Source: an optimization exercise on an open RTL-to-GDS flow (aim: small area and a short achievable clock period). Production flows keep margins and buffers that such runs may drop. Function was checked by simulation only, so behaviour that the tests miss may differ from the original. Power figures rest on the tool's default switching activity, not on a simulated workload.

## flow/design.v

```verilog
`timescale 1ns/1ps
`default_nettype none
module uart_rx (
    input  logic       clk,
    input  logic       reset,
    input  logic       rxd,
    output logic [7:0] rx_byte,      
    output logic       rx_valid
);
    localparam logic [1:0] rx_idle  = 2'd0;
    localparam logic [1:0] rx_start = 2'd1;
    localparam logic [1:0] rx_data  = 2'd2;
    localparam logic [1:0] rx_stop  = 2'd3;
    logic [1:0] state;
    logic [1:0] sync;
    logic [3:0] tick;
    logic [2:0] bit_cnt;
    logic       rx_bit;
    logic       half_end, full_end;
    assign rx_bit   = sync[1];
    assign half_end = (tick == 4'd7);
    assign full_end = (tick == 4'd15);
    always_ff @(posedge clk) begin
        if (reset) begin
            sync     <= 2'b11;
            state    <= rx_idle;
            tick     <= 4'd0;
            bit_cnt  <= 3'd0;
            rx_valid <= 1'b0;
        end else begin
            sync     <= {sync[0], rxd};
            rx_valid <= 1'b0;
            case (state)
                rx_idle: begin
                    tick <= 4'd0;
                    if (!rx_bit)
                        state <= rx_start;
                end
                rx_start: begin
                    tick <= tick + 4'd1;
                    if (half_end) begin
                        tick    <= 4'd0;
                        bit_cnt <= 3'd0;
                        state   <= rx_bit ? rx_idle : rx_data;
                    end
                end
                rx_data: begin
                    tick <= tick + 4'd1;
                    if (full_end) begin
                        tick    <= 4'd0;
                        bit_cnt <= bit_cnt + 3'd1;
                        if (bit_cnt == 3'd7)
                            state <= rx_stop;
                    end
                end
                default: begin
                    tick <= tick + 4'd1;
                    if (full_end) begin
                        rx_valid <= rx_bit;
                        state    <= rx_idle;
                    end
                end
            endcase
        end
    end
    always_ff @(posedge clk) begin
        if (state == rx_data && full_end)
            rx_byte <= {rx_bit, rx_byte[7:1]};
    end
endmodule
`default_nettype wire
`timescale 1ns/1ps
`default_nettype none
module program_loader (
    input  logic       clk,
    input  logic       reset,
    input  logic [7:0] rx_byte,
    input  logic       rx_valid,
    output logic       wr_valid,
    output logic [2:0] sel,          
    output logic [3:0] count,
    output logic       loaded
);
    localparam logic [1:0] ld_idle    = 2'd0;
    localparam logic [1:0] ld_type    = 2'd1;
    localparam logic [1:0] ld_data    = 2'd2;
    localparam logic [1:0] ld_trailer = 2'd3;
    logic [1:0] state;
    always_ff @(posedge clk) begin
        if (reset) begin
            state    <= ld_idle;
            count    <= 4'd0;
            loaded   <= 1'b0;
            wr_valid <= 1'b0;
        end else begin
            wr_valid <= rx_valid && (state == ld_data);
            if (wr_valid)
                count <= count + 4'd1;       
            if (rx_valid) begin
                case (state)
                    ld_idle: begin
                        if (rx_byte == 8'hAA)
                            state <= ld_type;
                    end
                    ld_type: begin
                        sel   <= rx_byte[2:0];
                        state <= ld_data;
                    end
                    ld_data: begin
                        if (count == 4'd15)
                            state <= ld_trailer;
                    end
                    default: begin
                        if (rx_byte == 8'h55)
                            loaded <= 1'b1;
                        state <= ld_idle;
                    end
                endcase
            end
        end
    end
endmodule
`default_nettype wire
`timescale 1ns/1ps
`default_nettype none
module display_list (
    input  logic        clk,
    input  logic        clr,         
    input  logic        wr_valid,
    input  logic [2:0]  sel,         
    input  logic [3:0]  wr_index,
    input  logic [7:0]  wr_data,
    input  logic [3:0]  rd_index,
    output logic [26:0] x_rd,        
    output logic [26:0] y_rd
);
    logic [2:0] x_op [16];
    logic [7:0] x_a  [16];
    logic [7:0] x_b  [16];
    logic [7:0] x_c  [16];
    logic [2:0] y_op [16];
    logic [7:0] y_a  [16];
    logic [7:0] y_b  [16];
    logic [7:0] y_c  [16];
    logic [7:0] wbus;
    assign wbus = clr ? 8'd0 : wr_data;
    always_ff @(posedge clk) begin
        for (int i = 0; i < 16; i++) begin
            if (clr || (wr_valid && sel == 3'd0 && wr_index == 4'(i))) x_op[i] <= wbus[2:0];
            if (clr || (wr_valid && sel == 3'd1 && wr_index == 4'(i))) x_a[i]  <= wbus;
            if (clr || (wr_valid && sel == 3'd2 && wr_index == 4'(i))) x_b[i]  <= wbus;
            if (clr || (wr_valid && sel == 3'd3 && wr_index == 4'(i))) x_c[i]  <= wbus;
            if (clr || (wr_valid && sel == 3'd4 && wr_index == 4'(i))) y_op[i] <= wbus[2:0];
            if (clr || (wr_valid && sel == 3'd5 && wr_index == 4'(i))) y_a[i]  <= wbus;
            if (clr || (wr_valid && sel == 3'd6 && wr_index == 4'(i))) y_b[i]  <= wbus;
            if (clr || (wr_valid && sel == 3'd7 && wr_index == 4'(i))) y_c[i]  <= wbus;
        end
    end
    logic [3:0] sel_lo, sel_hi;
    assign sel_lo = 4'd1 << rd_index[1:0];
    assign sel_hi = 4'd1 << rd_index[3:2];
    always_comb begin
        x_rd = 27'd0;
        y_rd = 27'd0;
        for (int i = 0; i < 16; i++) begin
            if (sel_lo[i % 4] && sel_hi[i / 4]) begin
                x_rd = x_rd | {x_op[i], x_a[i], x_b[i], x_c[i]};
                y_rd = y_rd | {y_op[i], y_a[i], y_b[i], y_c[i]};
            end
        end
    end
endmodule
`default_nettype wire
`timescale 1ns/1ps
`default_nettype none
module axis_sequencer (
    input  logic       clk,
    input  logic       reset,
    input  logic       run,
    input  logic       advance,
    input  logic [2:0] e_op,
    input  logic [7:0] e_a,
    input  logic [7:0] e_b,
    input  logic [7:0] e_c,
    input  logic       a0,           
    input  logic       b0,           
    output logic [7:0] pos,
    output logic       done
);
    logic [1:0] phase;
    logic [7:0] k;       
    logic       eqa, eqb;
    logic [7:0] pos_up, pos_dn;
    logic       last;
    logic       clr_cnt;
    logic [1:0] phase_nxt;
    logic [7:0] pos_nxt;
    logic       mv_up, mv_dn, load;
    logic [1:0] cur;
    logic       cur_done;
    logic       len_eq;
    assign eqa     = (k == e_a);
    assign eqb     = (k == e_b);
    assign pos_up  = pos + e_c;
    assign pos_dn  = pos - e_c;
    always_comb begin
        case (phase)
            2'd0:    cur = a0 ? 2'd1 : 2'd0;
            2'd1:    cur = b0 ? 2'd2 : 2'd1;
            2'd2:    cur = a0 ? 2'd3 : 2'd2;
            default: cur = 2'd3;
        endcase
    end
    assign cur_done = (a0 && b0) || (phase == 2'd3 && b0);
    assign len_eq   = cur[0] ? eqb : eqa;
    always_comb begin
        mv_up     = 1'b0;
        mv_dn     = 1'b0;
        load      = 1'b0;
        last      = 1'b0;
        clr_cnt   = 1'b0;
        phase_nxt = phase;
        case (e_op)
            3'd0: last = 1'b1;
            3'd4: begin
                load = 1'b1;
                last = 1'b1;
            end
            3'd1, 3'd7: begin
                if (phase == 2'd0) begin
                    load      = 1'b1;
                    phase_nxt = 2'd1;
                    clr_cnt   = 1'b1;
                    last      = b0;
                end else begin
                    mv_up = (e_op == 3'd1);
                    mv_dn = (e_op == 3'd7);
                    last  = eqb;
                end
            end
            3'd2, 3'd3: begin
                mv_up = !a0 && (e_op == 3'd2);
                mv_dn = !a0 && (e_op == 3'd3);
                last  = a0 || eqa;
            end
            default: begin       
                if (cur_done) begin
                    last = 1'b1;
                end else begin
                    if (e_op == 3'd5) begin
                        mv_up = (cur == 2'd0);
                        mv_dn = (cur == 2'd2);
                    end else begin
                        mv_up = (cur == 2'd1);
                        mv_dn = (cur == 2'd3);
                    end
                    phase_nxt = cur;
                    if (len_eq) begin
                        phase_nxt = cur + 2'd1;
                        clr_cnt   = 1'b1;
                        last      = (cur == 2'd3) || (cur == 2'd2 && b0);
                    end
                end
            end
        endcase
        if (load)
            pos_nxt = e_a;
        else if (mv_up)
            pos_nxt = pos_up;
        else if (mv_dn)
            pos_nxt = pos_dn;
        else
            pos_nxt = pos;
    end
    always_ff @(posedge clk) begin
        if (reset) begin
            phase <= 2'd0;
            k     <= 8'd1;
            pos   <= 8'd0;
            done  <= 1'b0;
        end else if (run) begin
            if (advance) begin
                phase <= 2'd0;
                k     <= 8'd1;
                done  <= 1'b0;
            end else if (!done) begin
                pos   <= pos_nxt;
                k     <= clr_cnt ? 8'd1 : k + 8'd1;
                phase <= phase_nxt;
                done  <= last;
            end
        end
    end
endmodule
`default_nettype wire
`timescale 1ns/1ps
`default_nettype none
module vector_wavegen (
    input  logic       clk,
    input  logic       reset,
    input  logic       enable,
    input  logic       rxd,
    output logic [7:0] xdac,
    output logic [7:0] ydac,
    output logic [3:0] list_index,
    output logic       loaded
);
    logic run;
    assign run = enable || loaded;
    logic rst_q;
    always_ff @(posedge clk)
        rst_q <= reset;
    logic [7:0] rx_byte;
    logic       rx_valid;
    logic       wr_valid;
    logic [2:0] sel;
    logic [3:0] count;
    uart_rx rx0 (
        .clk      (clk),
        .reset    (reset),
        .rxd      (rxd),
        .rx_byte  (rx_byte),
        .rx_valid (rx_valid)
    );
    program_loader loader0 (
        .clk      (clk),
        .reset    (reset),
        .rx_byte  (rx_byte),
        .rx_valid (rx_valid),
        .wr_valid (wr_valid),
        .sel      (sel),
        .count    (count),
        .loaded   (loaded)
    );
    logic [3:0] idx_p1;      
    logic       advance;
    logic       x_done, y_done;
    logic       step;
    assign step = run && advance;
    always_ff @(posedge clk) begin
        if (reset) begin
            list_index <= 4'd0;
            idx_p1     <= 4'd1;
            advance    <= 1'b0;
        end else begin
            advance <= run && x_done && y_done && !advance;
            if (step) begin
                list_index <= idx_p1;            
                idx_p1     <= idx_p1 + 4'd1;
            end
        end
    end
    logic [26:0] x_next, y_next;
    display_list list0 (
        .clk      (clk),
        .clr      (rst_q),
        .wr_valid (wr_valid),
        .sel      (sel),
        .wr_index (count),
        .wr_data  (rx_byte),
        .rd_index (idx_p1),
        .x_rd     (x_next),
        .y_rd     (y_next)
    );
    logic       hit_cur, hit_nxt;
    assign hit_cur = wr_valid && (count == list_index);
    assign hit_nxt = wr_valid && (count == idx_p1);
    logic [26:0] xe, ye, xn, yn;
    logic        xe_a0, xe_b0, ye_a0, ye_b0;
    function automatic logic [26:0] merge(input logic [26:0] e, input logic hit,
                                          input logic [1:0] f, input logic [7:0] d);
        logic [26:0] m;
        m = e;
        if (hit) begin
            case (f)
                2'd0:    m[26:24] = d[2:0];
                2'd1:    m[23:16] = d;
                2'd2:    m[15:8]  = d;
                default: m[7:0]   = d;
            endcase
        end
        merge = m;
    endfunction
    always_comb begin
        if (step) begin
            xn = merge(x_next, hit_nxt && !sel[2], sel[1:0], rx_byte);
            yn = merge(y_next, hit_nxt &&  sel[2], sel[1:0], rx_byte);
        end else begin
            xn = merge(xe, hit_cur && !sel[2], sel[1:0], rx_byte);
            yn = merge(ye, hit_cur &&  sel[2], sel[1:0], rx_byte);
        end
    end
    always_ff @(posedge clk) begin
        if (reset) begin
            xe    <= 27'd0;
            ye    <= 27'd0;
            xe_a0 <= 1'b1;
            xe_b0 <= 1'b1;
            ye_a0 <= 1'b1;
            ye_b0 <= 1'b1;
        end else begin
            xe    <= xn;
            ye    <= yn;
            xe_a0 <= (xn[23:16] == 8'd0);
            xe_b0 <= (xn[15:8]  == 8'd0);
            ye_a0 <= (yn[23:16] == 8'd0);
            ye_b0 <= (yn[15:8]  == 8'd0);
        end
    end
    axis_sequencer x_axis (
        .clk     (clk),
        .reset   (reset),
        .run     (run),
        .advance (advance),
        .e_op    (xe[26:24]),
        .e_a     (xe[23:16]),
        .e_b     (xe[15:8]),
        .e_c     (xe[7:0]),
        .a0      (xe_a0),
        .b0      (xe_b0),
        .pos     (xdac),
        .done    (x_done)
    );
    axis_sequencer y_axis (
        .clk     (clk),
        .reset   (reset),
        .run     (run),
        .advance (advance),
        .e_op    (ye[26:24]),
        .e_a     (ye[23:16]),
        .e_b     (ye[15:8]),
        .e_c     (ye[7:0]),
        .a0      (ye_a0),
        .b0      (ye_b0),
        .pos     (ydac),
        .done    (y_done)
    );
endmodule
`default_nettype wire
```

## flow/flow/run.sh

```bash
#!/bin/bash
# The standard layout (same synthesis script and steps), with the repair
# margin, abc delay target and clock-tree options from params.sh
set -euo pipefail
W=$PWD
source $W/flow/params.sh
export CTS_ARGS
make -C "$FLOW_HOME" DESIGN_CONFIG=$W/config.mk WORK_HOME=$W/orfs CLKGATE_MAP_FILE= \
    SYNTH_SCRIPT=$W/synth_recipe.tcl CAP_MARGIN=20 CORE_MARGIN=2 CORE_UTILIZATION=$UTIL \
    SLEW_MARGIN=20 $EXTRA_MAKE_ARGS finish > $W/make_finish.log 2>&1
R=$W/orfs/results/$FLOW_PLATFORM/vector_wavegen/base
: # left out here: write the final layout as DEF
```

## flow/constraint.sdc

```tcl
create_clock -name core_clock -period 12.0 [get_ports {clk}]
set_input_delay 2.4000 -clock core_clock [delete_from_list [all_inputs] [get_ports {clk}]]
set_output_delay 2.4000 -clock core_clock [all_outputs]
set_load 0.01 [all_outputs]
```

## flow/config.mk

```make
export PLATFORM = sky130hd
export DESIGN_NAME = vector_wavegen
export DESIGN_NICKNAME = vector_wavegen
export VERILOG_FILES = /design/flow/design.v
export SDC_FILE = /design/flow/constraint.sdc
export NUM_CORES = 4
export LEC_CHECK = 0
export CAP_MARGIN = 20
export CORE_MARGIN = 2
export CORE_UTILIZATION = 60
export SLEW_MARGIN = 20
```

## flow/standard.sh

```bash
#!/bin/bash
# synth_recipe.tcl (not shown) runs the flow's synth.tcl, then flattens the netlist and writes it again
# the make line also repeats each setting of config.mk as NAME=value (left out here)
make -C /OpenROAD-flow-scripts/flow DESIGN_CONFIG=/design/flow/config.mk WORK_HOME=/design/flow/orfs CLKGATE_MAP_FILE= SYNTH_SCRIPT=/design/flow/synth_recipe.tcl "${@:-finish}"
```

## flow/flow/params.sh

```bash
UTIL=60
EXTRA_MAKE_ARGS="SETUP_SLACK_MARGIN=8.3 ABC_CLOCK_PERIOD_IN_PS=1000"
CTS_ARGS="-sink_clustering_enable -repair_clock_nets -dont_use_dummy_load -sink_clustering_size 30 -sink_clustering_max_diameter 100"
```

==> results.cfg, run 1 <==
[worst_setup_path]
timing.critical_path.arrival_ns = 1.26
worst_r2r_startpoint = idx_p1[1]
worst-path-buf-inv = 1
critical_path.startpoint = y_axis.pos[7]
critPathTopFamily = flip-flops
worst_path_max_delay_cell = sky130_fd_sc_hd__dfxtp_1
cp-end-kind = output port
worstSetupPathType = reg -> out
crit_path_max_fo = 3
timing.critical_path.required_ns = 9.60
worst_setup_path_start_kind = register
critical_path.cell_chain = dlygate4sd2_1
max_stage_delay_on_crit_path_ns = 0.39

[floorplan]
die_width_um = 265.5
floorplan.rows = 95
start_util_pct = 60.90
coreArea_sq_mm = 0.06740
die-height_um = 265.5
die_area_sq_mm = 0.07051
ios = 25

[synth]
synth_nets = 2902
ys_ff_latch = 1001
synthCells = 2851
synth.cell_area_sq_mm = 0.04104
synthDistinctLibCells = 86
netlist.area_leader.share_pct = 64.02
synth_area_leaders = sky130_fd_sc_hd__edfxtp_1 64%, sky130_fd_sc_hd__dfxtp_1 6.1%, sky130_fd_sc_hd__a22oi_1 2.8%, sky130_fd_sc_hd__o21bai_1 1.8%, sky130_fd_sc_hd__a221oi_1 1.7%
synth_ff_type = sky130_fd_sc_hd__edfxtp_1
postSynth.asyncResetShare_pct = 0
synth_sequential_area_ratio_pct = 70.16
yosysWarningCount = 13
postSynthAreaPerCell_sq_um = 14.40
synth_enable_flop_cells = 875
biggest_area_consumer_among_synthesized_cells = sky130_fd_sc_hd__edfxtp_1

[detailed_routing]
drt_first_pass_iters = 6
via_per_inst = 7.243
drtIter0Drc = 3962
ant_nets = 0
post-route-drc-count = 0
wl_per_cell_um = 34.00
via_count = 26650
wl_mm = 125.1

[outcome]
status = complete, no violations

[grt]
gr-total-overflow = 0
antenna_found_initial = 2
grt_first_pass_wirelength_mm = 179.5
grt_start_max_net_pins = 97
grt_pass1_vias = 25360
grtUsageTotal_pct = 35.46

[clock_tree]
clkTransAtPathRegs_ns = 0.09
cts_hold_repair.buffers = 0
worstSkewPairLatency_ns = 0.64
cts-root-to-sink-buffers = 3
numCtsBuffers = 42
root_driver = sky130_fd_sc_hd__clkbuf_16
cts_sinks = 1001
cts_tree = done
clock_tree.htree_level_count = 2

[power_and_ir_drop]
power.ir.vdd_worst_mv = 0.1260
power_per_cell_area_mw_per_mm2 = 134.5
static-leakage-power_uw = 0.01514

[timing]
grt_setup_unrepaired = yes
worst_slew_pin_slew_ns = 1.146
setup_viol = 0
timing.final.crit_period_ns = 3.663
final.period_utilization_pct = 30.52
hold_viol_final = 0
clock.fmax_ghz = 0.2730
setup_total_negative_slack_ns = 0
slew_viols_final = 0
slew-limit-headroom_pct = 23.42
worst_clock_skew_ns = 0.08684

[layout]
n_fill_cell = 4882
final_common_cell = sky130_fd_sc_hd__edfxtp_1
final_layout_size_suffix_gt1_share_pct = 9.622
antenna-diode-count = 0
finish.net_count = 2859
final_core_utilization_pct = 64.96
area_delta_synth_final_pct = 6.667
final_cell_mix = 875 x sky130_fd_sc_hd__edfxtp_1, 167 x sky130_fd_sc_hd__nor2_1, 150 x sky130_fd_sc_hd__a22oi_1

[placement]
gp_routability_congestion = 0.9115
buffer_ports.inserted = 24
place.detailed.hpwl_mm = 75.39

[job]
cap_violations = 0

[worst_hold_path]
hp-class = reg -> reg
min-delay-start = rx0.sync[0]
sequential cells by signal, summed over array words and instances (netlist names), 3 cells and up:
register	count
y_axis.k	8
list0.x_b	128
list0.x_a	128
list0.y_c	128
xe	27
loader0.sel	3
list_index	4
list0.y_b	128
y_axis.pos	8
list0.y_op	48
idx_p1	4
x_axis.k	8
list0.x_op	48
list0.y_a	128
x_axis.pos	8
rx0.rx_byte	8
ye	27
loader0.count	4
list0.x_c	128
rx0.tick	4
rx0.bit_cnt	3
power breakdown:
part           switching, uW  leakage, uW  internal (uW)
Clock                   1010     0.000518            633
Sequential              50.4       0.0100           3910
Combinational            202      0.00458           79.5
Total                   1260       0.0151           4620
cell families (layout without fill, tap and decap cells):
family / after synthesis / count (layout) / share of synthesized area, %
buffers and inverters: 230 / 185 / 2.539
flip-flops: 1001 / 1001 / 70.16
XOR/XNOR: 78 / 78 / 1.664
AND/OR/NAND/NOR: 605 / 605 / 7.142
multiplexers: 74 / 74 / 2.134
adder cells (fa/ha/maj): 47 / 47 / 1.469
AO/OA/AOI/OAI: 816 / 816 / 14.89
cell usage after synthesis, types with 15 or more instances:
| cell type | n |
|---|---|
| sky130_fd_sc_hd__and3_1 | 19 |
| sky130_fd_sc_hd__buf_1 | 26 |
| sky130_fd_sc_hd__nor2b_1 | 25 |
| sky130_fd_sc_hd__o21bai_1 | 98 |
| sky130_fd_sc_hd__clkbuf_1 | 95 |
| sky130_fd_sc_hd__nand2_1 | 152 |
| sky130_fd_sc_hd__dfxtp_1 | 126 |
| sky130_fd_sc_hd__xor2_1 | 40 |
| sky130_fd_sc_hd__and2_1 | 17 |
| sky130_fd_sc_hd__mux2i_1 | 47 |
| sky130_fd_sc_hd__a21oi_1 | 76 |
| sky130_fd_sc_hd__edfxtp_1 | 875 |
| sky130_fd_sc_hd__a22oi_1 | 151 |
| sky130_fd_sc_hd__a22o_1 | 74 |
| sky130_fd_sc_hd__nor3_1 | 36 |
| sky130_fd_sc_hd__o211ai_1 | 17 |
| sky130_fd_sc_hd__a21o_1 | 44 |
| sky130_fd_sc_hd__xnor2_1 | 38 |
| sky130_fd_sc_hd__mux2_2 | 17 |
| sky130_fd_sc_hd__o221ai_1 | 21 |
| sky130_fd_sc_hd__nand3_1 | 73 |
| sky130_fd_sc_hd__a222oi_1 | 48 |
| sky130_fd_sc_hd__a221oi_1 | 78 |
| sky130_fd_sc_hd__nand2b_1 | 15 |
| sky130_fd_sc_hd__nand4_1 | 44 |
| sky130_fd_sc_hd__o21ai_0 | 96 |
| sky130_fd_sc_hd__inv_1 | 30 |
| sky130_fd_sc_hd__nor2_1 | 173 |
| sky130_fd_sc_hd__buf_2 | 62 |
| sky130_fd_sc_hd__ha_1 | 45 |
per-stage QoR:
step	instance area [sq um]	setup WS [ns]	hold slack [ns]	power, uW	cells
2_1_floorplan	41150	8.106	0.3895	4196	2851
3_3_place_gp	42140	6.802	0.3919	4300	3614
3_5_place_dp	42180	6.730	0.3971	4313	3615
4_1_cts	43600	8.309	0.4193	5888	3671
5_1_grt	43780	8.273	0.4292	6034	3679
6_report	43780	8.337	0.4163	5888	3679
metal layers:
layer	track usage (%)	wire [um]	vias up	part of all wire, %
met5	0	0	-	0
li1	-	-	11150	-
met1	52.20	49420	13490	40
met2	54.39	56940	1777	46
met3	6.277	14330	228	11
met4	11.24	4396	0	3.5
worst paths after layout:
check	end	slack [ns]	cells after the start
setup / recovery	ydac[7]	8.34	1
setup reg to reg	ye_a0	8.42	11
hold reg to reg	rx0.sync[1]	0.42	1
hold / removal	rx0.sync[1]	0.42	1
repair_timing:
| item | in CTS | in global routing |
|---|---|---|
| setup endpoints to repair | 107 | 19 |
| gates resized for setup | 100 | 26 |
| cloned | 1 | 0 |
| pin swaps | 9 | 4 |
| buffers inserted | 13 | 7 |
area by class of cell:
type | instances | area [sq um] | share of cell area (%)
flip-flops and latches | 1001 | 28860 | 65.91
multi-input cells | 1620 | 11630 | 26.56
well taps | 873 | 1092 | 2.495
clock buffers | 42 | 1051 | 2.401
repair buffers | 111 | 1032 | 2.358
inverters | 32 | 123.9 | 0.2829
==> run 2: changes to the inputs <==
--- a/flow/flow/run.sh
+++ b/flow/flow/run.sh
@@ -6,3 +6,3 @@
 source $W/flow/params.sh
-export CTS_ARGS
+export CTS_ARGS BUFFER_PORTS_ARGS
 make -C "$FLOW_HOME" DESIGN_CONFIG=$W/config.mk WORK_HOME=$W/orfs CLKGATE_MAP_FILE= \
==> flow/flow/params.sh (replaced) <==
UTIL=60
EXTRA_MAKE_ARGS="SETUP_SLACK_MARGIN=8.3 ABC_CLOCK_PERIOD_IN_PS=1000"
CTS_ARGS="-sink_clustering_enable -repair_clock_nets -dont_use_dummy_load -sink_clustering_size 24 -sink_clustering_max_diameter 80"
BUFFER_PORTS_ARGS=""
==> results.cfg, run 2 <==
[outcome]
status = complete, no violations

[grt]
grt_start_max_net_pins = 97
grt_first_pass_wirelength_mm = 179.3
grt_pass1_vias = 25410
grtUsageTotal_pct = 35.41
gr-total-overflow = 0
antenna_found_initial = 3

[clock_tree]
cts_tree = done
cts_sinks = 1001
clock_tree.htree_level_count = 2
cts_hold_repair.buffers = 0
numCtsBuffers = 51
clkTransAtPathRegs_ns = 0.07
cts-root-to-sink-buffers = 3
worstSkewPairLatency_ns = 0.67
root_driver = sky130_fd_sc_hd__clkbuf_16

[timing]
setup_viol = 0
hold_viol_final = 0
worst_slew_pin_slew_ns = 1.162
timing.final.ws_setup_ns = 8.323
worst_clock_skew_ns = 0.08854
timing.final.crit_period_ns = 3.677
grt_setup_unrepaired = yes
final.period_utilization_pct = 30.65
slew_viols_final = 0
clock.fmax_ghz = 0.2719
setup_total_negative_slack_ns = 0
slew-limit-headroom_pct = 22.35

[worst_setup_path]
worstSetupPathType = reg -> out
regToRegSetupSlack_ns = 8.36
worst-path-buf-inv = 1
critical_path.cell_chain = dlygate4sd2_1
worst_path_max_delay_cell = sky130_fd_sc_hd__dfxtp_1
cp-end-kind = output port
worst_setup_path_start_kind = register
critPathTopFamily = flip-flops
crit_path_max_fo = 3
max_stage_delay_on_crit_path_ns = 0.39
timing.critical_path.arrival_ns = 1.28
timing.critical_path.required_ns = 9.60

[floorplan]
coreArea_sq_mm = 0.06740
ios = 25
die-height_um = 265.5
die_width_um = 265.5
floorplan.rows = 95
die_area_sq_mm = 0.07051
start_util_pct = 60.90

[power_and_ir_drop]
power_switching_share_pct = 21.50
power.net_switching_uw = 1300
power_frac_clock_pct = 29.8
power.ir.vdd_worst_mv = 0.1190
internal_power_uw = 4748
sequentialPowerShare_pct = 65.5
power_per_cell_area_mw_per_mm2 = 137.3
fin_total_pwr_uw = 6048
p_comb_share_pct = 4.7
static-leakage-power_uw = 0.01528

[placement]
buffer_ports.inserted = 24
place.detailed.hpwl_mm = 75.39
post-place-ws_ns = 6.730
gp_routability_congestion = 0.9115

[detailed_routing]
post-route-drc-count = 0
drt_first_pass_iters = 8
drtIter0Drc = 3963
via_per_inst = 7.209
wl_per_cell_um = 33.96
wl_mm = 125.3
via_count = 26610
ant_nets = 0

[synth]
biggest_area_consumer_among_synthesized_cells = sky130_fd_sc_hd__edfxtp_1
synthDistinctLibCells = 86
netlist.area_leader.share_pct = 64.02
synth_area_leaders = sky130_fd_sc_hd__edfxtp_1 64%, sky130_fd_sc_hd__dfxtp_1 6.1%, sky130_fd_sc_hd__a22oi_1 2.8%, sky130_fd_sc_hd__o21bai_1 1.8%, sky130_fd_sc_hd__a221oi_1 1.7%
synth_sequential_area_ratio_pct = 70.16
ys_ff_latch = 1001
synth_top_family_by_area = compound AO/OA/AOI/OAI gates
synth.cell_area_sq_mm = 0.04104
post_synth_most_frequent_cells = 875 x sky130_fd_sc_hd__edfxtp_1, 173 x sky130_fd_sc_hd__nor2_1, 152 x sky130_fd_sc_hd__nand2_1, 151 x sky130_fd_sc_hd__a22oi_1, 126 x sky130_fd_sc_hd__dfxtp_1
postSynth.asyncResetShare_pct = 0
postSynthAreaPerCell_sq_um = 14.40
synthCells = 2851
synth_ff_type = sky130_fd_sc_hd__edfxtp_1
synthAdderAreaFrac_pct = 1.469
yosysWarningCount = 13
synth_mux_area_share_pct = 2.134
synth_nets = 2902
yosysMostFrequentCell = sky130_fd_sc_hd__edfxtp_1
synth-compound-area-share_pct = 14.89
synth_simple_gate_area_share_pct = 7.142
synth_enable_flop_cells = 875
synthXorXnorAreaFrac_pct = 1.664

[worst_hold_path]
hp-class = reg -> reg

[layout]
antenna-diode-count = 0
final_core_utilization_pct = 65.37
final_common_cell = sky130_fd_sc_hd__edfxtp_1
final_cell_mix = 875 x sky130_fd_sc_hd__edfxtp_1, 167 x sky130_fd_sc_hd__nor2_1, 150 x sky130_fd_sc_hd__a22oi_1
finish.net_count = 2871
area_delta_synth_final_pct = 7.335
final_layout_size_suffix_gt1_share_pct = 10.04

[job]
cap_violations = 0
[run 2: cell counts after synthesis]
Identical to the previous run, type by type.
[run 2: through the flow]
step	instance area [sq um]	hold WS (ns)	cells
after floorplan	41150	0.3895	2851
after global placement	42140	0.3919	3614
after detailed placement	42180	0.3971	3615
after CTS	43800	0.4131	3678
after global routing	44050	0.4207	3691
final	44050	0.4109	3691
[run 2: timing repair]
item | CTS | global route
resized for setup | 90 | 28
endpoints found under the hold margin | 0 | 0
setup buffers | 11 | 11
cloned | 1 | 1
endpoints found under the setup margin | 107 | 22
pin swaps | 6 | 7
[run 2: logic make-up after synthesis]
logic type      Yosys count
compound gates          816
xor+xnor                 78
fa+ha+maj                47
buf+inv                 230
flops                  1001
mux                      74
simple gates            605
[run 2: power groups by stage]
stage / combinational [uW] / clock, uW / sequential, uW
5_1_grt: 302 / 1910 / 3970
3_5_place_dp: 272 / 0 / 4040
6_report: 282 / 1800 / 3960
2_1_floorplan: 175 / 0 / 4020
4_1_cts: 277 / 1810 / 3960
3_3_place_gp: 265 / 0 / 4030
[run 2: cell type report]
| type | instances | area (sq um) |
|---|---|---|
| repair buffers | 114 | 1082 |
| fillers | 4866 | 23340 |
| flip-flops and latches | 1001 | 28850 |
| clock buffers | 51 | 1276 |
| inverters | 32 | 120.1 |
| multi-input cells | 1620 | 11630 |
| well taps | 873 | 1092 |
[run 2: routing by layer]
layer | share of wire [%] | wire length (um) | vias to the layer above | global-route usage, %
li1 | - | - | 11190 | -
met1 | 39 | 48640 | 13420 | 51.42
met2 | 45 | 56510 | 1741 | 54.08
met3 | 12 | 15280 | 256 | 6.989
met4 | 3.9 | 4920 | 0 | 12.17
met5 | 0 | 0 | - | 0
[run 2: path summary, 6_finish.rpt]
path / from / to / depth (start not counted)
max: y_axis.pos[7] / ydac[7] / 1
min reg2reg: rx0.sync[0] / rx0.sync[1] / 1
max reg2reg: idx_p1[2] / ye_a0 / 11
min: rx0.sync[0] / rx0.sync[1] / 1
[run 2: worst register-to-register path, cell delays in order (launching register included)]
cell                       delay, ns
sky130_fd_sc_hd__dfxtp_4        0.58
sky130_fd_sc_hd__buf_6          0.42
sky130_fd_sc_hd__nor2b_1        0.10
sky130_fd_sc_hd__buf_4          0.23
sky130_fd_sc_hd__and2_1         0.30
sky130_fd_sc_hd__buf_4          0.34
sky130_fd_sc_hd__a222oi_1       0.40
sky130_fd_sc_hd__nand2_1        0.20
sky130_fd_sc_hd__or4b_1         0.56
sky130_fd_sc_hd__o221ai_1       0.11
sky130_fd_sc_hd__and3_1         0.20
sky130_fd_sc_hd__a41o_1         0.18
==> run 3: changes to the inputs <==
--- a/flow/flow/run.sh
+++ b/flow/flow/run.sh
@@ -6,5 +6,5 @@
 source $W/flow/params.sh
-export CTS_ARGS BUFFER_PORTS_ARGS
+export CTS_ARGS
 make -C "$FLOW_HOME" DESIGN_CONFIG=$W/config.mk WORK_HOME=$W/orfs CLKGATE_MAP_FILE= \
-    SYNTH_SCRIPT=$W/synth_recipe.tcl CAP_MARGIN=20 CORE_MARGIN=2 CORE_UTILIZATION=$UTIL \
+    SYNTH_SCRIPT=$W/synth_recipe.tcl CAP_MARGIN=20 CORE_MARGIN=2 CORE_UTILIZATION=40 \
     SLEW_MARGIN=20 $EXTRA_MAKE_ARGS finish > $W/make_finish.log 2>&1
==> flow/flow/params.sh (replaced) <==
EXTRA_MAKE_ARGS="SETUP_SLACK_MARGIN=8.3 ABC_CLOCK_PERIOD_IN_PS=1000"
CTS_ARGS="-sink_clustering_enable -repair_clock_nets -dont_use_dummy_load"
--- a/flow/config.mk
+++ b/flow/config.mk
@@ -9,3 +9,3 @@
 export CORE_MARGIN = 2
-export CORE_UTILIZATION = 60
+export CORE_UTILIZATION = 40
 export SLEW_MARGIN = 20
==> results.cfg, run 3 <==
[timing]
setup_total_negative_slack_ns = 0
clock.fmax_ghz = 0.2730
final.period_utilization_pct = 30.53
setup_viol = 0
worst_slew_pin_slew_ns = 1.276
slew_viols_final = 0
timing.final.crit_period_ns = 3.664
worst_clock_skew_ns = 0.05430
hold_viol_final = 0
timing.final.ws_setup_ns = 8.336
slew-limit-headroom_pct = 14.73
grt_setup_unrepaired = yes

[grt]
grt_start_max_net_pins = 97
gr-total-overflow = 0
grt_first_pass_wirelength_mm = 183.5
grt_pass1_vias = 25610
antenna_found_initial = 1
grtUsageTotal_pct = 23.80

[detailed_routing]
wl_met3_mm = 12.87
post-route-drc-count = 0
highest_routed_metal_layer = met5
route.met2.wl_mm = 60.40
via_per_inst = 6.305
drtIter0Drc = 3722
wl_per_cell_um = 30.57
ant_nets = 0
detail_route.wirelength.met1_mm = 51.43
drt_first_pass_iters = 6
via_count = 26620
wl_mm = 129.1

[clock_tree]
clkTransAtPathRegs_ns = 0.06
clock_tree.htree_level_count = 3
cts-root-to-sink-buffers = 3
root_driver = sky130_fd_sc_hd__clkbuf_16
worstSkewPairLatency_ns = 0.68
numCtsBuffers = 100
cts_tree = done
cts_sinks = 1001

[floorplan]
die_area_sq_mm = 0.1052
start_util_pct = 40.34
coreArea_sq_mm = 0.1017
floorplan.rows = 117
die-height_um = 324.3
ios = 25
die_width_um = 324.3

[worst_setup_path]
worst_path_max_delay_cell = sky130_fd_sc_hd__dfxtp_4
max_stage_delay_on_crit_path_ns = 0.38
cp-end-kind = output port
timing.critical_path.arrival_ns = 1.26
timing.critical_path.required_ns = 9.60
critPathTopFamily = flip-flops
critical_path.cell_chain = clkdlybuf4s15_2
worst_setup_path_start_kind = register
crit_path_max_fo = 3
worst-path-buf-inv = 1
worstSetupPathType = reg -> out

[power_and_ir_drop]
power.ir.vdd_worst_mv = 0.09138
power_frac_clock_pct = 38.5
sequentialPowerShare_pct = 57.5
static-leakage-power_uw = 0.01578
power.net_switching_uw = 1459
p_comb_share_pct = 4.0
power_per_cell_area_mw_per_mm2 = 150.6
fin_total_pwr_uw = 6909
power_switching_share_pct = 21.12
internal_power_uw = 5450

[synth]
synth_mux_area_share_pct = 2.134
synth_enable_flop_cells = 875
biggest_area_consumer_among_synthesized_cells = sky130_fd_sc_hd__edfxtp_1
synth_ff_type = sky130_fd_sc_hd__edfxtp_1
postSynth.asyncResetShare_pct = 0
post_synth_most_frequent_cells = 875 x sky130_fd_sc_hd__edfxtp_1, 173 x sky130_fd_sc_hd__nor2_1, 152 x sky130_fd_sc_hd__nand2_1, 151 x sky130_fd_sc_hd__a22oi_1, 126 x sky130_fd_sc_hd__dfxtp_1
ys_ff_latch = 1001
synth_top_family_by_area = compound AO/OA/AOI/OAI gates
synth-compound-area-share_pct = 14.89
yosysWarningCount = 13
synthCells = 2851
synth_simple_gate_area_share_pct = 7.142
postSynthAreaPerCell_sq_um = 14.40
synth_area_leaders = sky130_fd_sc_hd__edfxtp_1 64%, sky130_fd_sc_hd__dfxtp_1 6.1%, sky130_fd_sc_hd__a22oi_1 2.8%, sky130_fd_sc_hd__o21bai_1 1.8%, sky130_fd_sc_hd__a221oi_1 1.7%
synthXorXnorAreaFrac_pct = 1.664
synth.cell_area_sq_mm = 0.04104
synth_sequential_area_ratio_pct = 70.16
yosysMostFrequentCell = sky130_fd_sc_hd__edfxtp_1
netlist.area_leader.share_pct = 64.02
synthAdderAreaFrac_pct = 1.469
synth_nets = 2902
synthDistinctLibCells = 86

[job]
cap_violations = 0

[layout]
final_core_utilization_pct = 45.10
final_common_cell = sky130_fd_sc_hd__edfxtp_1
final_cell_mix = 875 x sky130_fd_sc_hd__edfxtp_1, 166 x sky130_fd_sc_hd__nor2_1, 150 x sky130_fd_sc_hd__a22oi_1
final_cells = 4223
area_delta_synth_final_pct = 11.80
finish.net_count = 2907
final_layout_size_suffix_gt1_share_pct = 11.98

[placement]
placedCellCount = 4091
post-place-ws_ns = 6.670
place.detailed.hpwl_mm = 77.33
buffer_ports.inserted = 24
gp_routability_congestion = 0.9237

[worst_hold_path]
hp-class = reg -> reg

[outcome]
status = complete, no violations
## run 3: cell counts after synthesis
Identical to the previous run, type by type.
## run 3: per-stage QoR
step	area (sq um)	hold WS [ns]
3_5_place_dp	42660	0.4074
3_3_place_gp	42620	0.4070
5_1_grt	45880	0.4321
6_report	45890	0.4139
4_1_cts	45550	0.4212
2_1_floorplan	41150	0.3895
## run 3: cell type report
| class | instances | area [sq um] |
|---|---|---|
| repair buffers | 101 | 1006 |
| flip-flops and latches | 1001 | 28860 |
| diodes | 1 | 2.502 |
| clock buffers | 100 | 2502 |
| inverters | 32 | 123.9 |
| well taps | 1368 | 1712 |
| multi-input cells | 1620 | 11680 |
| fillers | 8778 | 55850 |
## run 3: timing repair
action	in CTS	in global routing
setup buffers	14	14
setup endpoints to repair	107	38
gates cloned	0	1
resized for setup	133	40
pin swaps	4	11
hold buffers	0	0
## run 3: kinds of logic (layout without fill, tap and decap cells)
logic type | Yosys count | after routing
DFF | 1001 | 1001
AOI/OAI and AO/OA | 816 | 816
and+or+nand+nor | 605 | 605
buffers and inverters | 230 | 233
xor gates and xnor gates | 78 | 78
muxes | 74 | 74
adders and majority gates | 47 | 47
other | 0 | 1
## run 3: final timing paths
check / start / endpoint / slack [ns] / cells after the start
worst max-delay path: list_index[1] / list_index[1] / 8.34 / 1
worst min-delay path: rx0.sync[0] / rx0.sync[1] / 0.41 / 1
worst max register to register: idx_p1[1] / ye_a0 / 8.34 / 9
worst min register to register: rx0.sync[0] / rx0.sync[1] / 0.41 / 1
## run 3: metal layers
| metal | global-route usage (%) | vias up |
|---|---|---|
| li1 | - | 11270 |
| met1 | 32.80 | 13550 |
| met2 | 37.88 | 1542 |
| met3 | 3.994 | 254 |
| met4 | 8.878 | 2 |
| met5 | 0 | - |
## run 3: power by group through the flow
stage / Clock (uW) / Sequential [uW] / Combinational, uW
2_1_floorplan: 0 / 4020 / 175
3_3_place_gp: 0 / 4040 / 262
3_5_place_dp: 0 / 4040 / 269
4_1_cts: 2680 / 3970 / 273
5_1_grt: 2790 / 3980 / 298
6_report: 2660 / 3970 / 277
==> run 4: changes to the inputs <==
--- a/flow/design.v
+++ b/flow/design.v
@@ -367,4 +367,6 @@
     assign hit_nxt = wr_valid && (count == idx_p1);
-    logic [26:0] xe, ye, xn, yn;
+    logic [26:0] xe, ye;
     logic        xe_a0, xe_b0, ye_a0, ye_b0;
+    logic [26:0] xs, ys, xh, yh;
+    logic        xs_a0, xs_b0, ys_a0, ys_b0, xh_a0, xh_b0, yh_a0, yh_b0;
     function automatic logic [26:0] merge(input logic [26:0] e, input logic hit,
@@ -383,11 +385,14 @@
     endfunction
-    always_comb begin
-        if (step) begin
-            xn = merge(x_next, hit_nxt && !sel[2], sel[1:0], rx_byte);
-            yn = merge(y_next, hit_nxt &&  sel[2], sel[1:0], rx_byte);
-        end else begin
-            xn = merge(xe, hit_cur && !sel[2], sel[1:0], rx_byte);
-            yn = merge(ye, hit_cur &&  sel[2], sel[1:0], rx_byte);
-        end
-    end
+    assign xs = merge(x_next, hit_nxt && !sel[2], sel[1:0], rx_byte);
+    assign ys = merge(y_next, hit_nxt &&  sel[2], sel[1:0], rx_byte);
+    assign xh = merge(xe,     hit_cur && !sel[2], sel[1:0], rx_byte);
+    assign yh = merge(ye,     hit_cur &&  sel[2], sel[1:0], rx_byte);
+    assign xs_a0 = (xs[23:16] == 8'd0);
+    assign xs_b0 = (xs[15:8]  == 8'd0);
+    assign ys_a0 = (ys[23:16] == 8'd0);
+    assign ys_b0 = (ys[15:8]  == 8'd0);
+    assign xh_a0 = (xh[23:16] == 8'd0);
+    assign xh_b0 = (xh[15:8]  == 8'd0);
+    assign yh_a0 = (yh[23:16] == 8'd0);
+    assign yh_b0 = (yh[15:8]  == 8'd0);
     always_ff @(posedge clk) begin
@@ -400,9 +405,16 @@
             ye_b0 <= 1'b1;
+        end else if (step) begin
+            xe    <= xs;
+            ye    <= ys;
+            xe_a0 <= xs_a0;
+            xe_b0 <= xs_b0;
+            ye_a0 <= ys_a0;
+            ye_b0 <= ys_b0;
         end else begin
-            xe    <= xn;
-            ye    <= yn;
-            xe_a0 <= (xn[23:16] == 8'd0);
-            xe_b0 <= (xn[15:8]  == 8'd0);
-            ye_a0 <= (yn[23:16] == 8'd0);
-            ye_b0 <= (yn[15:8]  == 8'd0);
+            xe    <= xh;
+            ye    <= yh;
+            xe_a0 <= xh_a0;
+            xe_b0 <= xh_b0;
+            ye_a0 <= yh_a0;
+            ye_b0 <= yh_b0;
         end
--- a/flow/flow/run.sh
+++ b/flow/flow/run.sh
@@ -6,5 +6,5 @@
 source $W/flow/params.sh
-export CTS_ARGS
+export CTS_ARGS BUFFER_PORTS_ARGS
 make -C "$FLOW_HOME" DESIGN_CONFIG=$W/config.mk WORK_HOME=$W/orfs CLKGATE_MAP_FILE= \
-    SYNTH_SCRIPT=$W/synth_recipe.tcl CAP_MARGIN=20 CORE_MARGIN=2 CORE_UTILIZATION=40 \
+    SYNTH_SCRIPT=$W/synth_recipe.tcl CAP_MARGIN=20 CORE_MARGIN=2 CORE_UTILIZATION=$UTIL \
     SLEW_MARGIN=20 $EXTRA_MAKE_ARGS finish > $W/make_finish.log 2>&1
==> flow/flow/params.sh (replaced) <==
UTIL=60
EXTRA_MAKE_ARGS="SETUP_SLACK_MARGIN=8.3 ABC_CLOCK_PERIOD_IN_PS=1000"
CTS_ARGS="-sink_clustering_enable -repair_clock_nets -dont_use_dummy_load -sink_clustering_size 24 -sink_clustering_max_diameter 80"
BUFFER_PORTS_ARGS="-buffer_cell sky130_fd_sc_hd__buf_2"
--- a/flow/config.mk
+++ b/flow/config.mk
@@ -9,3 +9,3 @@
 export CORE_MARGIN = 2
-export CORE_UTILIZATION = 40
+export CORE_UTILIZATION = 60
 export SLEW_MARGIN = 20
==> results.cfg, run 4 <==
[worst_setup_path]
worstSetupPathType = reg -> reg
cp-end-kind = register
worst_path_max_delay_cell = sky130_fd_sc_hd__or4b_4
critical_path.cell_chain = or2_2, and2_4, inv_2, ha_1, nand3b_1, a22o_4, mux2i_4, mux2_4, ha_1, a21oi_2, o21ai_1, a21oi_2, o21bai_1, a21o_1, or4b_4, a31oi_2
max_stage_delay_on_crit_path_ns = 0.48
worst_setup_path_start_kind = register
timing.critical_path.arrival_ns = 4.21
timing.critical_path.required_ns = 12.51
worst-path-buf-inv = 1
crit_path_max_fo = 6
critPathTopFamily = compound AO/OA/AOI/OAI gates

[synth]
synthCells = 2874
synthDistinctLibCells = 79
yosysWarningCount = 13
synth_ff_type = sky130_fd_sc_hd__edfxtp_1
synth_sequential_area_ratio_pct = 69.80
synth.cell_area_sq_mm = 0.04126
ys_ff_latch = 1001
netlist.area_leader.share_pct = 63.69
postSynthAreaPerCell_sq_um = 14.35
synth_enable_flop_cells = 875
yosysMostFrequentCell = sky130_fd_sc_hd__edfxtp_1
synth_nets = 2925
post_synth_most_frequent_cells = 875 x sky130_fd_sc_hd__edfxtp_1, 182 x sky130_fd_sc_hd__a22oi_1, 143 x sky130_fd_sc_hd__nor2_1, 136 x sky130_fd_sc_hd__o21bai_1, 131 x sky130_fd_sc_hd__nand2_1
biggest_area_consumer_among_synthesized_cells = sky130_fd_sc_hd__edfxtp_1
postSynth.asyncResetShare_pct = 0
synth_area_leaders = sky130_fd_sc_hd__edfxtp_1 64%, sky130_fd_sc_hd__dfxtp_1 6.1%, sky130_fd_sc_hd__a22oi_1 3.3%, sky130_fd_sc_hd__o21bai_1 2.5%, sky130_fd_sc_hd__mux2i_1 1.8%

[floorplan]
start_util_pct = 60.36
coreArea_sq_mm = 0.06835
die_area_sq_mm = 0.07087
die-height_um = 266.2
ios = 25
floorplan.rows = 96
die_width_um = 266.2

[detailed_routing]
ant_nets = 0
via_per_inst = 7.228
wl_per_cell_um = 34.23
via_count = 26830
drt_first_pass_iters = 7
wl_mm = 127.1
drtIter0Drc = 3920
post-route-drc-count = 0

[placement]
placedInstanceArea_sq_mm = 0.04228
place.detailed.hpwl_mm = 76.33
gp_routability_congestion = 0.8937
buffer_ports.inserted = 24

[grt]
grt_first_pass_wirelength_mm = 180.3
gr-total-overflow = 0
grt_pass1_vias = 25340
grt_start_max_net_pins = 102
grtUsageTotal_pct = 35.41
antenna_found_initial = 3

[timing]
hold_viol_final = 0
setup_viol = 0
worst_clock_skew_ns = 0.06414
grt_setup_unrepaired = yes
timing.final.crit_period_ns = 3.694
setup_total_negative_slack_ns = 0
slew_viols_final = 0
clock.fmax_ghz = 0.2707
final.period_utilization_pct = 30.78
slew-limit-headroom_pct = 17.12
worst_slew_pin_slew_ns = 1.241

[power_and_ir_drop]
power.ir.vdd_worst_mv = 0.1604
static-leakage-power_uw = 0.01500
fin_total_pwr_uw = 6028
power_per_cell_area_mw_per_mm2 = 136.8

[job]
cap_violations = 0

[layout]
final_core_utilization_pct = 64.46
final_common_cell = sky130_fd_sc_hd__edfxtp_1
area_delta_synth_final_pct = 6.781
final_layout_size_suffix_gt1_share_pct = 10.21
fin_area_sq_mm = 0.04405
antenna-diode-count = 0
finish.net_count = 2883
final_cell_mix = 875 x sky130_fd_sc_hd__edfxtp_1, 182 x sky130_fd_sc_hd__a22oi_1, 141 x sky130_fd_sc_hd__nor2_1

[clock_tree]
clock_tree.htree_level_count = 2
root_driver = sky130_fd_sc_hd__clkbuf_16
cts_hold_repair.buffers = 0
clkTransAtPathRegs_ns = 0.10
numCtsBuffers = 50
cts_sinks = 1001
worstSkewPairLatency_ns = 0.65
cts-root-to-sink-buffers = 3
cts_tree = done

[worst_hold_path]
hp-class = reg -> reg

[outcome]
status = complete, no violations
-- run 4: cell type report --
cell class | instances | area [sq um]
fill | 4994 | 24290
tap | 882 | 1104
timing repair buffer | 109 | 879.6
sequential | 1001 | 28830
clock buffer | 50 | 1251
multi-input combinational | 1625 | 11820
inverter | 45 | 170.2
-- run 4: routing by layer --
metal	global-route usage (%)	up-vias	part of all wire [%]
li1	-	11270	-
met2	55.81	1668	47
met4	10.69	2	3.3
met5	0	-	0.013
met3	5.712	255	11
met1	51.23	13640	39
-- run 4: repair_timing --
action,in CTS,in global routing
setup buffers,7,14
gates cloned,0,2
pin swaps,2,7
resized for setup,34,34
setup endpoints to repair,46,23
-- run 4: per-stage QoR --
| step | hold WS, ns | setup slack (ns) | std cells |
|---|---|---|---|
| 5_1_grt | 0.4523 | 8.179 | 3712 |
| 3_5_place_dp | 0.3976 | 7.480 | 3636 |
| 4_1_cts | 0.4205 | 8.214 | 3693 |
| 2_1_floorplan | 0.3895 | 8.301 | 2874 |
| 3_3_place_gp | 0.4021 | 7.468 | 3634 |
| 6_report | 0.4181 | 8.306 | 3712 |
-- run 4: worst paths after layout --
check                   start             to  slack [ns]  cells past startpoint
setup / recovery        xe_a0  x_axis.pos[7]        8.31                     16
hold / removal    rx0.sync[0]    rx0.sync[1]        0.42                      1
setup reg to reg        xe_a0  x_axis.pos[7]        8.31                     16
hold reg to reg   rx0.sync[0]    rx0.sync[1]        0.42                      1
-- run 4: report_power, final --
part	switching [uW]	internal, uW	leakage, uW	total, uW
sequential	49.6	3910	0.0100	3960
combinational	204	74.0	0.00435	278
clock	1040	744	0.000616	1790
total	1300	4730	0.0150	6030
-- run 4: logic make-up (layout without fill, tap and decap cells) --
family	Yosys count	after routing	synth area share, %
flip-flops	1001	1001	69.80
AND/OR/NAND/NOR	538	538	6.481
multiplexers	98	98	2.478
buffers and inverters	248	204	2.505
AO/OA/AOI/OAI	864	864	15.62
adder cells (fa/ha/maj)	47	47	1.462
XOR/XNOR	78	78	1.656
==> run 5: changes to the inputs <==
==> flow/flow/params.sh (replaced) <==
UTIL=60
EXTRA_MAKE_ARGS="SETUP_SLACK_MARGIN=8.4 ABC_CLOCK_PERIOD_IN_PS=1000 ADDER_MAP_FILE="
CTS_ARGS="-sink_clustering_enable -repair_clock_nets -dont_use_dummy_load -sink_clustering_size 24 -sink_clustering_max_diameter 80"
BUFFER_PORTS_ARGS=""
==> results.cfg, run 5 <==
[floorplan]
die-height_um = 264.5
start_util_pct = 60.61
die_area_sq_mm = 0.06994
floorplan.rows = 95
coreArea_sq_mm = 0.06716
die_width_um = 264.5
ios = 25

[worst_setup_path]
critical_path.cell_chain = clkdlybuf4s15_2
cp-end-kind = output port
worst_path_max_delay_cell = sky130_fd_sc_hd__dfxtp_2
worst_r2r_startpoint = idx_p1[1]
worstReg2RegEnd = ye_b0
worstSetupPathType = reg -> out
setup.worst_path.end = xdac[6]
timing.critical_path.required_ns = 9.60
crit_path_max_fo = 2
worst-path-buf-inv = 1
critPathTopFamily = flip-flops
worstSetupPathDepth = 1
reg2reg_depth = 10
timing.critical_path.arrival_ns = 1.17
max_stage_delay_on_crit_path_ns = 0.34
critical_path.startpoint = x_axis.pos[6]
worst_setup_path_start_kind = register
regToRegSetupSlack_ns = 8.51

[power_and_ir_drop]
p_comb_share_pct = 4.0
power.ir.vdd_worst_mv = 0.1655
power_frac_clock_pct = 29.7
static-leakage-power_uw = 0.01487
power_per_cell_area_mw_per_mm2 = 137.2
fin_total_pwr_uw = 5961
internal_power_uw = 4711
sequentialPowerShare_pct = 66.4
power.net_switching_uw = 1250
power_switching_share_pct = 20.97

[layout]
final_layout_size_suffix_gt1_share_pct = 9.855
final_cell_mix = 875 x sky130_fd_sc_hd__edfxtp_1, 225 x sky130_fd_sc_hd__nor2_1, 196 x sky130_fd_sc_hd__a22oi_1
antenna-diode-count = 0
final_common_cell = sky130_fd_sc_hd__edfxtp_1
finish.net_count = 2827
area_delta_synth_final_pct = 6.713

[timing]
final.period_utilization_pct = 29.71
setup_total_negative_slack_ns = 0
clock.fmax_ghz = 0.2805
timing.final.crit_period_ns = 3.565
worst_slew_pin_slew_ns = 1.123
worst_clock_skew_ns = 0.06319
grt_setup_unrepaired = yes
setup_viol = 0
timing.final.ws_setup_ns = 8.435
hold_viol_final = 0
slew_viols_final = 0
slew-limit-headroom_pct = 24.54

[synth]
yosysWarningCount = 13
post_synth_most_frequent_cells = 875 x sky130_fd_sc_hd__edfxtp_1, 247 x sky130_fd_sc_hd__nor2_1, 196 x sky130_fd_sc_hd__a22oi_1, 184 x sky130_fd_sc_hd__clkbuf_1, 139 x sky130_fd_sc_hd__a221oi_1
synth.cell_area_sq_mm = 0.04070
postSynthAreaPerCell_sq_um = 14.13
synth_sequential_area_ratio_pct = 70.75
synth_enable_flop_cells = 875
synth_area_leaders = sky130_fd_sc_hd__edfxtp_1 65%, sky130_fd_sc_hd__dfxtp_1 6.2%, sky130_fd_sc_hd__a22oi_1 3.6%, sky130_fd_sc_hd__a221oi_1 3.0%, sky130_fd_sc_hd__a22o_1 2.7%
synthDistinctLibCells = 80
postSynth.asyncResetShare_pct = 0
biggest_area_consumer_among_synthesized_cells = sky130_fd_sc_hd__edfxtp_1
synth_nets = 2884
ys_ff_latch = 1001
synth_ff_type = sky130_fd_sc_hd__edfxtp_1
netlist.area_leader.share_pct = 64.55
yosysMostFrequentCell = sky130_fd_sc_hd__edfxtp_1
synthCells = 2880

[clock_tree]
cts-root-to-sink-buffers = 3
root_driver = sky130_fd_sc_hd__clkbuf_16
numCtsBuffers = 50
worstSkewPairLatency_ns = 0.64
cts_tree = done
cts_sinks = 1001
cts_hold_repair.buffers = 0
clkTransAtPathRegs_ns = 0.09
clock_tree.htree_level_count = 2

[detailed_routing]
via_per_inst = 7.044
ant_nets = 0
post-route-drc-count = 0
drtIter0Drc = 3327
wl_per_cell_um = 30.46
wl_mm = 112.5
via_count = 26020
drt_first_pass_iters = 6

[placement]
gp_routability_congestion = 0.8674
post-place-ws_ns = 7.022
place.detailed.hpwl_mm = 68.34
buffer_ports.inserted = 24

[worst_hold_path]
min-delay-start = rx0.sync[0]
hp-class = reg -> reg
hold_path_depth = 1

[grt]
gr-total-overflow = 0
grtUsageTotal_pct = 32.18
grt_pass1_vias = 24840
grt_start_max_net_pins = 113
grt_first_pass_wirelength_mm = 165.0
antenna_found_initial = 0

[outcome]
status = complete, no violations

[job]
cap_violations = 0
## run 5: timing repair
item                                    CTS  global route
gates cloned                              5             0
endpoints found under the setup margin  115            64
pin swaps                                 6             1
gates resized for setup                 137            23
setup buffers                            25             5
## run 5: power by group through the flow
stage	sequential (uW)	combinational (uW)	clock, uW
final	3960	236	1770
after global routing	3970	256	1880
after CTS	3960	234	1780
after detailed placement	4040	231	0
after global placement	4030	223	0
after floorplan	4020	159	0
## run 5: worst min path at each step
stage                        endpoint  slack, ns
after floorplan           rx0.sync[1]       0.39
after global placement    rx0.sync[1]       0.40
after detailed placement  rx0.sync[1]       0.40
after CTS                 rx0.sync[1]       0.43
after global routing      rx0.sync[1]       0.47
final                     rx0.sync[1]       0.43
## run 5: per-layer routing
layer | global-route usage (%) | wire (um) | vias to the layer above | share of wire, %
li1 | - | - | 11290 | -
met1 | 47.16 | 45940 | 13150 | 41
met2 | 49.26 | 51080 | 1373 | 45
met3 | 6.512 | 11820 | 215 | 11
met4 | 9.705 | 3674 | 0 | 3.3
met5 | 0 | 0 | - | 0
## run 5: per-stage QoR
step / hold slack [ns] / util (%) / area [sq um] / std cells
final: 0.4324 / 64.68 / 43440 / 3694
after global routing: 0.4711 / 64.68 / 43440 / 3694
after CTS: 0.4313 / 64.54 / 43340 / 3689
after detailed placement: 0.3957 / 62.25 / 41810 / 3609
after global placement: 0.3955 / 62.23 / 41800 / 3609
after floorplan: 0.3895 / - / 40730 / 2880
## run 5: layout make-up
type	count	area [sq um]
sequential	1001	28890
fill	4915	23720
multi-input combinational	1653	11370
clock buffer	50	1251
tap	873	1092
timing repair buffer	101	772.0
inverter	16	60.06
## run 5: cells by family (layout without fill, tap and decap cells)
group	Yosys count	in the layout	share of synthesized area, %
mux	52	52	1.285
fa+ha+maj	3	3	0.07992
compound gates	879	879	16.36
buf+inv	231	167	2.195
xor+xnor	81	81	1.761
flops	1001	1001	70.75
simple gates	633	638	7.571
==> run 6: changes to the inputs <==
--- a/flow/flow/params.sh
+++ b/flow/flow/params.sh
@@ -3,2 +3,2 @@
 CTS_ARGS="-sink_clustering_enable -repair_clock_nets -dont_use_dummy_load -sink_clustering_size 24 -sink_clustering_max_diameter 80"
-BUFFER_PORTS_ARGS=""
+BUFFER_PORTS_ARGS="-buffer_cell sky130_fd_sc_hd__buf_4"
==> results.cfg, run 6 <==
[grt]
grt_first_pass_wirelength_mm = 165.7
gr-total-overflow = 0
grt_start_max_net_pins = 98
grtUsageTotal_pct = 32.25
grt_pass1_vias = 24640
antenna_found_initial = 2

[timing]
slew-limit-headroom_pct = 23.77
worst_slew_pin_slew_ns = 1.141
timing.final.crit_period_ns = 3.577
setup_total_negative_slack_ns = 0
setup_viol = 0
final.period_utilization_pct = 29.81
worst_clock_skew_ns = 0.06382
slew_viols_final = 0
clock.fmax_ghz = 0.2796
grt_setup_unrepaired = yes
hold_viol_final = 0

[placement]
gp_routability_congestion = 0.8839
buffer_ports.inserted = 24
place.detailed.hpwl_mm = 68.47
placedCellCount = 3611

[worst_setup_path]
critPathTopFamily = flip-flops
critical_path.cell_chain = buf_4
crit_path_max_fo = 12
worst_setup_path_start_kind = register
worst_path_max_delay_cell = sky130_fd_sc_hd__dfxtp_4
max_stage_delay_on_crit_path_ns = 0.44
timing.critical_path.arrival_ns = 1.18
cp-end-kind = output port
timing.critical_path.required_ns = 9.60
worstSetupPathType = reg -> out
worst-path-buf-inv = 1

[clock_tree]
worstSkewPairLatency_ns = 0.64
cts_hold_repair.buffers = 0
cts_sinks = 1001
clock_tree.htree_level_count = 2
root_driver = sky130_fd_sc_hd__clkbuf_16
numCtsBuffers = 51
cts_tree = done
cts-root-to-sink-buffers = 3
clkTransAtPathRegs_ns = 0.09

[synth]
synth_nets = 2884
synth.cell_area_sq_mm = 0.04070
netlist.area_leader.share_pct = 64.55
ys_ff_latch = 1001
postSynth.asyncResetShare_pct = 0
post_synth_most_frequent_cells = 875 x sky130_fd_sc_hd__edfxtp_1, 247 x sky130_fd_sc_hd__nor2_1, 196 x sky130_fd_sc_hd__a22oi_1, 184 x sky130_fd_sc_hd__clkbuf_1, 139 x sky130_fd_sc_hd__a221oi_1
yosysWarningCount = 13
biggest_area_consumer_among_synthesized_cells = sky130_fd_sc_hd__edfxtp_1
synthDistinctLibCells = 80
synthCells = 2880
synth_ff_type = sky130_fd_sc_hd__edfxtp_1
synth_sequential_area_ratio_pct = 70.75
yosysMostFrequentCell = sky130_fd_sc_hd__edfxtp_1
synth_enable_flop_cells = 875
synth_area_leaders = sky130_fd_sc_hd__edfxtp_1 65%, sky130_fd_sc_hd__dfxtp_1 6.2%, sky130_fd_sc_hd__a22oi_1 3.6%, sky130_fd_sc_hd__a221oi_1 3.0%, sky130_fd_sc_hd__a22o_1 2.7%
postSynthAreaPerCell_sq_um = 14.13

[layout]
total_area_of_multi_input_combinational_cells_sq_mm = 0.01141
finish.net_count = 2816
area_delta_synth_final_pct = 6.560
final_common_cell = sky130_fd_sc_hd__edfxtp_1
final_cell_mix = 875 x sky130_fd_sc_hd__edfxtp_1, 229 x sky130_fd_sc_hd__nor2_1, 196 x sky130_fd_sc_hd__a22oi_1
final_core_utilization_pct = 64.59
area.sequential_sq_mm = 0.02885
final_layout_size_suffix_gt1_share_pct = 9.253
n_fill_cell = 4845
final_cells = 3684

[outcome]
status = complete, no violations

[power_and_ir_drop]
sequentialPowerShare_pct = 66.3
power.net_switching_uw = 1243
power_switching_share_pct = 20.82
p_comb_share_pct = 3.9
power.ir.vdd_worst_mv = 0.1479
internal_power_uw = 4727
static-leakage-power_uw = 0.01482
power_per_cell_area_mw_per_mm2 = 137.6
power_frac_clock_pct = 29.7

[detailed_routing]
wl_per_cell_um = 30.74
drt_first_pass_iters = 8
drtIter0Drc = 3222
post-route-drc-count = 0
via_per_inst = 7.037
via_count = 25930
ant_nets = 0
wl_mm = 113.2

[floorplan]
die_width_um = 264.5
coreArea_sq_mm = 0.06716
die_area_sq_mm = 0.06994
die-height_um = 264.5
floorplan.rows = 95
ios = 25
start_util_pct = 60.61

[job]
cap_violations = 0

[worst_hold_path]
hp-class = reg -> reg
==> run 6: worst paths after layout <==
kind,startpoint,end,slack [ns],cells past startpoint
setup / recovery,x_axis.pos[4],xdac[4],8.42,1
hold / removal,rx0.tick[0],rx0.tick[0],0.48,1
setup reg to reg,idx_p1[2],ye[8],8.56,9
hold reg to reg,rx0.tick[0],rx0.tick[0],0.48,1
==> run 6: power groups by stage <==
stage | clock (uW) | sequential (uW) | combinational, uW
after floorplan | 0 | 4020 | 159
after global placement | 0 | 4030 | 226
after detailed placement | 0 | 4040 | 232
after CTS | 1790 | 3960 | 233
after global routing | 1900 | 3970 | 255
final | 1780 | 3960 | 235
==> run 6: through the flow <==
step           area, sq um  power, uW  hold slack (ns)  worst slack, ns
3_3_place_gp         41760       4259           0.4440            7.700
4_1_cts              43170       5980           0.4763            8.401
6_report             43370       5970           0.4769            8.423
3_5_place_dp         41760       4271           0.4544            7.619
5_1_grt              43370       6126           0.5007            8.390
2_1_floorplan        40730       4174           0.3895            8.242
==> run 6: repair_timing <==
item                                    4_1_cts  5_1_grt
endpoints found under the setup margin       65       50
setup buffers                                 4        8
resized for setup                            28       31
pin swaps                                     8        2
gates cloned                                  6        1
==> run 6: final cells by class <==
type | instances | share of cell area, %
clock buffer | 51 | 2.942
sequential | 1001 | 66.51
timing repair buffer | 87 | 1.584
inverter | 16 | 0.1385
tap | 873 | 2.518
multi-input combinational | 1655 | 26.30
antenna | 1 | 0.005769
==> run 6: logic make-up (layout without fill, tap and decap cells) <==
family,Yosys count,after routing,synth area share (%)
xor gates and xnor gates,81,81,1.761
other,0,1,0
adders and majority gates,3,3,0.07992
AOI/OAI and AO/OA,879,879,16.36
and+or+nand+nor,633,640,7.571
DFF,1001,1001,70.75
muxes,52,52,1.285
buffers and inverters,231,154,2.195
==> run 6: per-layer routing <==
| metal | share of wire, % | global-route usage, % | vias up |
|---|---|---|---|
| met3 | 9.9 | 6.818 | 210 |
| met1 | 42 | 47.17 | 13140 |
| met4 | 3.2 | 10.20 | 4 |
| li1 | - | - | 11260 |
| met2 | 45 | 49.00 | 1313 |
| met5 | 0.020 | 0 | - |
==> run 7: changes to the inputs <==
==> flow/flow/params.sh (replaced) <==
UTIL=60
EXTRA_MAKE_ARGS="SETUP_SLACK_MARGIN=8.6 ABC_CLOCK_PERIOD_IN_PS=1000 ADDER_MAP_FILE="
CTS_ARGS="-sink_clustering_enable -repair_clock_nets -dont_use_dummy_load -sink_clustering_size 24 -sink_clustering_max_diameter 80"
BUFFER_PORTS_ARGS=""
==> results.cfg, run 7 <==
[outcome]
status = complete, no violations

[worst_setup_path]
max_stage_delay_on_crit_path_ns = 0.38
timing.critical_path.required_ns = 9.60
worstSetupPathDepth = 1
reg2reg_depth = 10
worst-path-buf-inv = 1
crit_path_max_fo = 2
critical_path.startpoint = loader0.loaded
worst_setup_path_start_kind = register

[layout]
total_area_of_multi_input_combinational_cells_sq_mm = 0.01143
antenna-diode-count = 0
final_layout_size_suffix_gt1_share_pct = 10.90
final_common_cell = sky130_fd_sc_hd__edfxtp_1

[detailed_routing]
post-route-drc-count = 0
drtIter0Drc = 3374
drt_first_pass_iters = 8
wl_per_cell_um = 30.85
wl_mm = 114.4

[synth]
synthCells = 2880
synth_nets = 2884
synth.cell_area_sq_mm = 0.04070
yosysMostFrequentCell = sky130_fd_sc_hd__edfxtp_1
post_synth_most_frequent_cells = 875 x sky130_fd_sc_hd__edfxtp_1, 247 x sky130_fd_sc_hd__nor2_1, 196 x sky130_fd_sc_hd__a22oi_1, 184 x sky130_fd_sc_hd__clkbuf_1, 139 x sky130_fd_sc_hd__a221oi_1
synth_enable_flop_cells = 875
synthDistinctLibCells = 80

[clock_tree]
clkTransAtPathRegs_ns = 0.11
cts_hold_repair.buffers = 0
worstSkewPairLatency_ns = 0.65
numCtsBuffers = 49
cts_sinks = 1001
cts-root-to-sink-buffers = 3
clock_tree.htree_level_count = 2

[worst_hold_path]
min-delay-start = rx0.sync[0]
hold_path_depth = 1
min_delay_worst_endpoint = rx0.sync[1]

[floorplan]
floorplan.rows = 95
die_width_um = 264.5
coreArea_sq_mm = 0.06716
start_util_pct = 60.61
ios = 25

[job]
cap_violations = 0

[timing]
worst_slew_pin_slew_ns = 1.197
grt_setup_unrepaired = yes
worst_clock_skew_ns = 0.05973

[grt]
grt_first_pass_wirelength_mm = 167.1
antenna_found_initial = 2
gr-total-overflow = 0

[power_and_ir_drop]
internal_power_uw = 4696

[placement]
gp_routability_congestion = 0.8968
==> run 7: cell counts after synthesis <==
Identical to the previous run, type by type.
==> run 7: worst max path at each step <==
stage	endpoint	slack, ns
after floorplan	list0.x_a[0][3]	8.24
final	loaded	8.48
after global placement	x_axis.pos[6]	7.31
after CTS	loaded	8.47
after detailed placement	x_axis.pos[6]	7.19
after global routing	loaded	8.46
==> run 7: stage by stage <==
stage	area [sq um]	setup slack (ns)	hold slack, ns	total power [uW]	std cells
CTS	43570	8.467	0.4168	5955	3696
global route	43750	8.460	0.4320	6096	3708
global placement	41860	7.308	0.3986	4255	3611
detailed placement	41870	7.190	0.3975	4268	3611
finish	43750	8.478	0.4155	5952	3708
floorplan	40830	8.242	0.3895	4177	2880
==> run 7: kinds of logic after synthesis <==
| family | count (synthesis) | share of synthesized area [%] |
|---|---|---|
| adder cells (fa/ha/maj) | 3 | 0.07992 |
| flip-flops | 1001 | 70.75 |
| XOR/XNOR | 81 | 1.761 |
| multiplexers | 52 | 1.285 |
| AO/OA/AOI/OAI | 879 | 16.36 |
| buffers and inverters | 231 | 2.195 |
| AND/OR/NAND/NOR | 633 | 7.571 |
==> run 7: layout make-up <==
type	count	area share, %
Sequential cell	1001	66.12
Multi-Input combinational cell	1652	26.12
Clock buffer	49	2.803
Tap cell	873	2.497
Timing Repair Buffer	117	2.325
Inverter	16	0.1373
==> run 7: what timing repair did <==
item / CTS / global route
pin swaps: 6 / 5
cloned: 5 / 0
buffers inserted: 31 / 11
endpoints found under the setup margin: 126 / 61
gates resized for setup: 184 / 32
==> run 7: routing by layer <==
metal | track usage [%] | wire length, um
met1 | 48.16 | 47590
met2 | 49.80 | 52140
met3 | 5.862 | 11070
met4 | 9.721 | 3574
met5 | 0 | 22
==> run 7: power groups by stage <==
stage	Sequential, uW	Combinational (uW)	Clock [uW]
6_report	3950	237	1760
5_1_grt	3960	256	1880
4_1_cts	3950	235	1770
3_5_place_dp	4040	231	0
3_3_place_gp	4030	224	0
2_1_floorplan	4020	161	0

-- separate check: timing with driven ports --
No port has a modelled driver above. Below, the same layouts with a new extraction and two added sets of constraints.
Step 1, drivers: a clkbuf_16 drives clk and a buf_2 each remaining input, both assumed.
Step 2 adds t to the input delays and takes it off the output delays; t is the mean of the earliest and latest rising clock arrival at the registers after step 1. Input paths then give back, and output paths get back, about the clock's delay inside the block.
a / b / c = ideal / step 1 / step 2; a / b = the first two.
run | t, ns | setup WS [ns] | worst setup path at the end
run 1 | 0.667 | 8.337 / 8.269 / 7.719 | input to register
run 2 | 0.687 | 8.323 / 8.254 / 7.690 | input to register
run 3 | 0.722 | 8.336 / 8.272 / 7.661 | input to register
run 4 | 0.691 | 8.306 / 8.306 / 7.717 | input to register
run 5 | 0.673 | 8.435 / 8.369 / 7.988 | input to register
run 6 | 0.679 | 8.423 / 8.357 / 7.911 | input to register
run 7 | 0.685 | 8.478 / 8.408 / 8.048 | input to register
After both steps every run listed still meets setup and hold. The setup slack of run 3, which loses most, moves by -0.064 ns with the drivers and by -0.675 ns with both steps.
